Background: an optimization exercise with open tools, aiming at small area. Do not read the settings as production practice.
The RTL was checked by simulation tests, not by an equivalence proof against the original design.
Power is estimated from default activity; no workload was simulated. No driver is modelled on the clock port, so clocking that relies on it looks cheaper here than on a real chip.

## north
==> module slidingWindowSum, before the edit <==
module slidingWindowSum
#(
	parameter int sampleWidth = kickerPkg::periodWidth,
	parameter int depth = kickerPkg::windowDepth
)
(
	input  logic            CLOCK_80MHZ,
	input  logic            resetButton,
	input  logic            push,
	input  logic            hold,
	input  logic            phase,
	input  logic [sampleWidth-1:0] sample,
	output logic [sampleWidth-1:0] mean,
	output logic            full
);
	localparam int indexWidth = $clog2(depth);
	localparam int sumWidth = sampleWidth + indexWidth;
	localparam int storeWidth = depth * sampleWidth;
	logic [storeWidth-1:0] store;
	logic [storeWidth-1:0] shifted;
	logic [sampleWidth-1:0] sampleCoded;
	logic storeShift;
	logic storeKeep;
	logic [sumWidth-1:0] sum;
	logic [sampleWidth-1:0] evictedLow;
	logic [sampleWidth:0]   borrowLow;
	logic [sampleWidth:0]   delta;
	logic [sumWidth-1:0]    deltaWide;
	logic [sumWidth:0]      carry;
	logic [sumWidth-1:0]    sumNext;
	assign evictedLow = store[storeWidth-1 -: sampleWidth] ^ {sampleWidth{~phase}};
	assign full = ~&evictedLow;
	assign borrowLow[0] = 1'b1;
	for (genvar i = 0; i < sampleWidth; i++)
	begin : subtract
		assign delta[i] = sample[i] ^ evictedLow[i] ^ borrowLow[i];
		assign borrowLow[i+1] = (sample[i] & evictedLow[i]) | (sample[i] & borrowLow[i]) | (evictedLow[i] & borrowLow[i]);
	end
	assign delta[sampleWidth] = ~borrowLow[sampleWidth];
	assign deltaWide = {{(sumWidth-sampleWidth-1){delta[sampleWidth]}}, delta} & {sumWidth{push}};
	assign carry[0] = 1'b0;
	for (genvar i = 0; i < sumWidth; i++)
	begin : accumulate
		assign sumNext[i] = sum[i] ^ deltaWide[i] ^ carry[i];
		assign carry[i+1] = (sum[i] & deltaWide[i]) | (sum[i] & carry[i]) | (deltaWide[i] & carry[i]);
	end
	assign sampleCoded = sample ^ {sampleWidth{phase}};
	assign shifted = {store[storeWidth-sampleWidth-1:0], sampleCoded};
	assign storeShift = push | resetButton;
	assign storeKeep = hold | resetButton;
	always_ff @(posedge CLOCK_80MHZ)
	begin
		store <= ~((store | {storeWidth{storeShift}}) & (shifted | {storeWidth{storeKeep}}));
		sum <= sumNext & {sumWidth{~resetButton}};
	end
	assign mean = sum[sumWidth-1:indexWidth];
endmodule
Settings: LEC_CHECK=0, CAP_MARGIN=20, CORE_MARGIN=2, CORE_UTILIZATION=70, PLACE_DENSITY=0.8, SLEW_MARGIN=20; clock period 12.5 ns.
standard.sh (not shown) runs the stock make flow with config.mk's settings and CLKGATE_MAP_FILE= SYNTH_SCRIPT=/design/flow/synth_recipe.tcl, a recipe that flattens the netlist after the stock synthesis.
==> flow/flow/run.sh <==
#!/bin/bash
# Own layout flow: the standard flow (standard synthesis unchanged), with
#  - clock tree synthesis without dummy loads and with larger sink clusters,
#  - port buffers of the smallest buffer cell.
# Each tool's full output stays in orfs/logs/ (ORFS per-step logs) and in
# flow_make.log in the work folder.
set -euo pipefail
CTS="-sink_clustering_enable -repair_clock_nets -dont_use_dummy_load"
CTS="$CTS -sink_clustering_size 30 -sink_clustering_max_diameter 80"
CTS="$CTS -buf_list sky130_fd_sc_hd__clkbuf_16"
bash standard.sh "CTS_ARGS=$CTS" \
	"BUFFER_PORTS_ARGS=-buffer_cell sky130_fd_sc_hd__buf_1" \
	finish > flow_make.log 2>&1
diff inputs: north => south
==> flow/design.v, changed modules only <==
module slidingWindowSum
#(
	parameter int sampleWidth = kickerPkg::periodWidth,
	parameter int depth = kickerPkg::windowDepth
)
(
	input  logic            CLOCK_80MHZ,
	input  logic            resetButton,
	input  logic            push,
	input  logic            hold,
	input  logic            phase,
	input  logic [sampleWidth-1:0] sample,
	output logic [sampleWidth-1:0] mean,
	output logic            full
);
	localparam int indexWidth = $clog2(depth);
	localparam int sumWidth = sampleWidth + indexWidth;
	localparam int storeWidth = depth * sampleWidth;
	logic [storeWidth-1:0] store;
	logic [storeWidth-1:0] shifted;
	logic [sampleWidth-1:0] sampleCoded;
	logic storeShift;
	logic storeKeep;
	logic [sumWidth-1:0] sum;
	logic [sampleWidth-1:0] evicted;
	logic [sampleWidth:0]   borrow;
	logic [sampleWidth:0]   delta;
	logic [sumWidth-1:0]    deltaWide;
	logic [sumWidth:0]      carry;
	logic [sumWidth-1:0]    sumNext;
	logic load;
	logic keep;
	assign load = push & ~resetButton;
	assign keep = hold & ~resetButton;
	assign evicted = store[storeWidth-1 -: sampleWidth] ^ {sampleWidth{phase}};
	assign full = |evicted;
	assign borrow[0] = 1'b0;
	for (genvar i = 0; i < sampleWidth; i++)
	begin : subtract
		assign delta[i] = sample[i] ^ evicted[i] ^ borrow[i];
		assign borrow[i+1] = (~sample[i] & evicted[i]) | (~sample[i] & borrow[i]) | (evicted[i] & borrow[i]);
	end
	assign delta[sampleWidth] = borrow[sampleWidth];
	assign deltaWide = {{(sumWidth-sampleWidth-1){delta[sampleWidth]}}, delta};
	assign carry[0] = 1'b0;
	for (genvar i = 0; i < sumWidth; i++)
	begin : accumulate
		assign sumNext[i] = sum[i] ^ deltaWide[i] ^ carry[i];
		assign carry[i+1] = (sum[i] & deltaWide[i]) | (sum[i] & carry[i]) | (deltaWide[i] & carry[i]);
	end
	assign sampleCoded = sample ^ {sampleWidth{phase}};
	assign shifted = {store[storeWidth-sampleWidth-1:0], sampleCoded};
	assign storeShift = push | resetButton;
	assign storeKeep = hold | resetButton;
	always_ff @(posedge CLOCK_80MHZ)
	begin
		store <= ~((store | {storeWidth{storeShift}}) & (shifted | {storeWidth{storeKeep}}));
		sum <= (sum & {sumWidth{keep}}) | (sumNext & {sumWidth{load}});
	end
	assign mean = sum[sumWidth-1:indexWidth];
endmodule
### Flow results
[south vs north] share of the clock period used by the worst path after layout: lower in south. north ended up with buf_4 as its cell with the largest stage delay on the worst path; south ended up with dfxtp_4. In south, the first-pass GRT wire length came out 0.45% above the value in north. Run comparison: south timing endpoint of the critical path pulserWindow.sum[23]; north timing endpoint of the critical path offsetWindow.sum[22]. Relative to north, the non-clock buffer count measured on south has increased by a few percent. Between north and south, the portion of the layout cell area used by clock cells figures differ only marginally. north and south ended up with roughly the same portion of total power attributed to the clock network. From north to south the numbers moved as follows: worst setup slack grew by 0.23 ns; synthesized-area fraction occupied by and/or/nand/nor cells shrank by 0.74 points. Relative to north, the final cell count without fillers of south is lower by 0.66%. X dimension of the die: north vs south — no meaningful difference. Summary of south over north: power consumption now sits higher; total stage count of the critical path shows an increase of about 19%; routed wire length up 0.92%; final area was more or less identical. south and north ended up with nearly the same area of the die.

[port drivers added, routing unchanged]
No port has a modelled driver above. Below, the same layouts with a new extraction and two added sets of constraints. Step 1, drivers: a clkbuf_16 drives CLOCK_80MHZ and a buf_2 each remaining input, both assumed. Step 2, shift: input delay + t, output delay - t, t = (earliest + latest rising clock arrival at the registers) / 2. This alone moves slack from input paths to output paths. a / b / c = ideal ports / drivers / drivers and shift; a / b = the first two.
run	shift t [ns]	slack for setup (ns)	worst setup path at the end	latest minus earliest clock arrival (ns)	slew at the worst register clock pin (ns)
north	0.699	0.996 / 0.996 / 0.996	register to register	0.042 / 0.042	0.11 / 0.11
south	0.693	1.225 / 1.225 / 1.225	register to register	0.047 / 0.046	0.11 / 0.11
After both steps setup and hold are still met in every run listed.
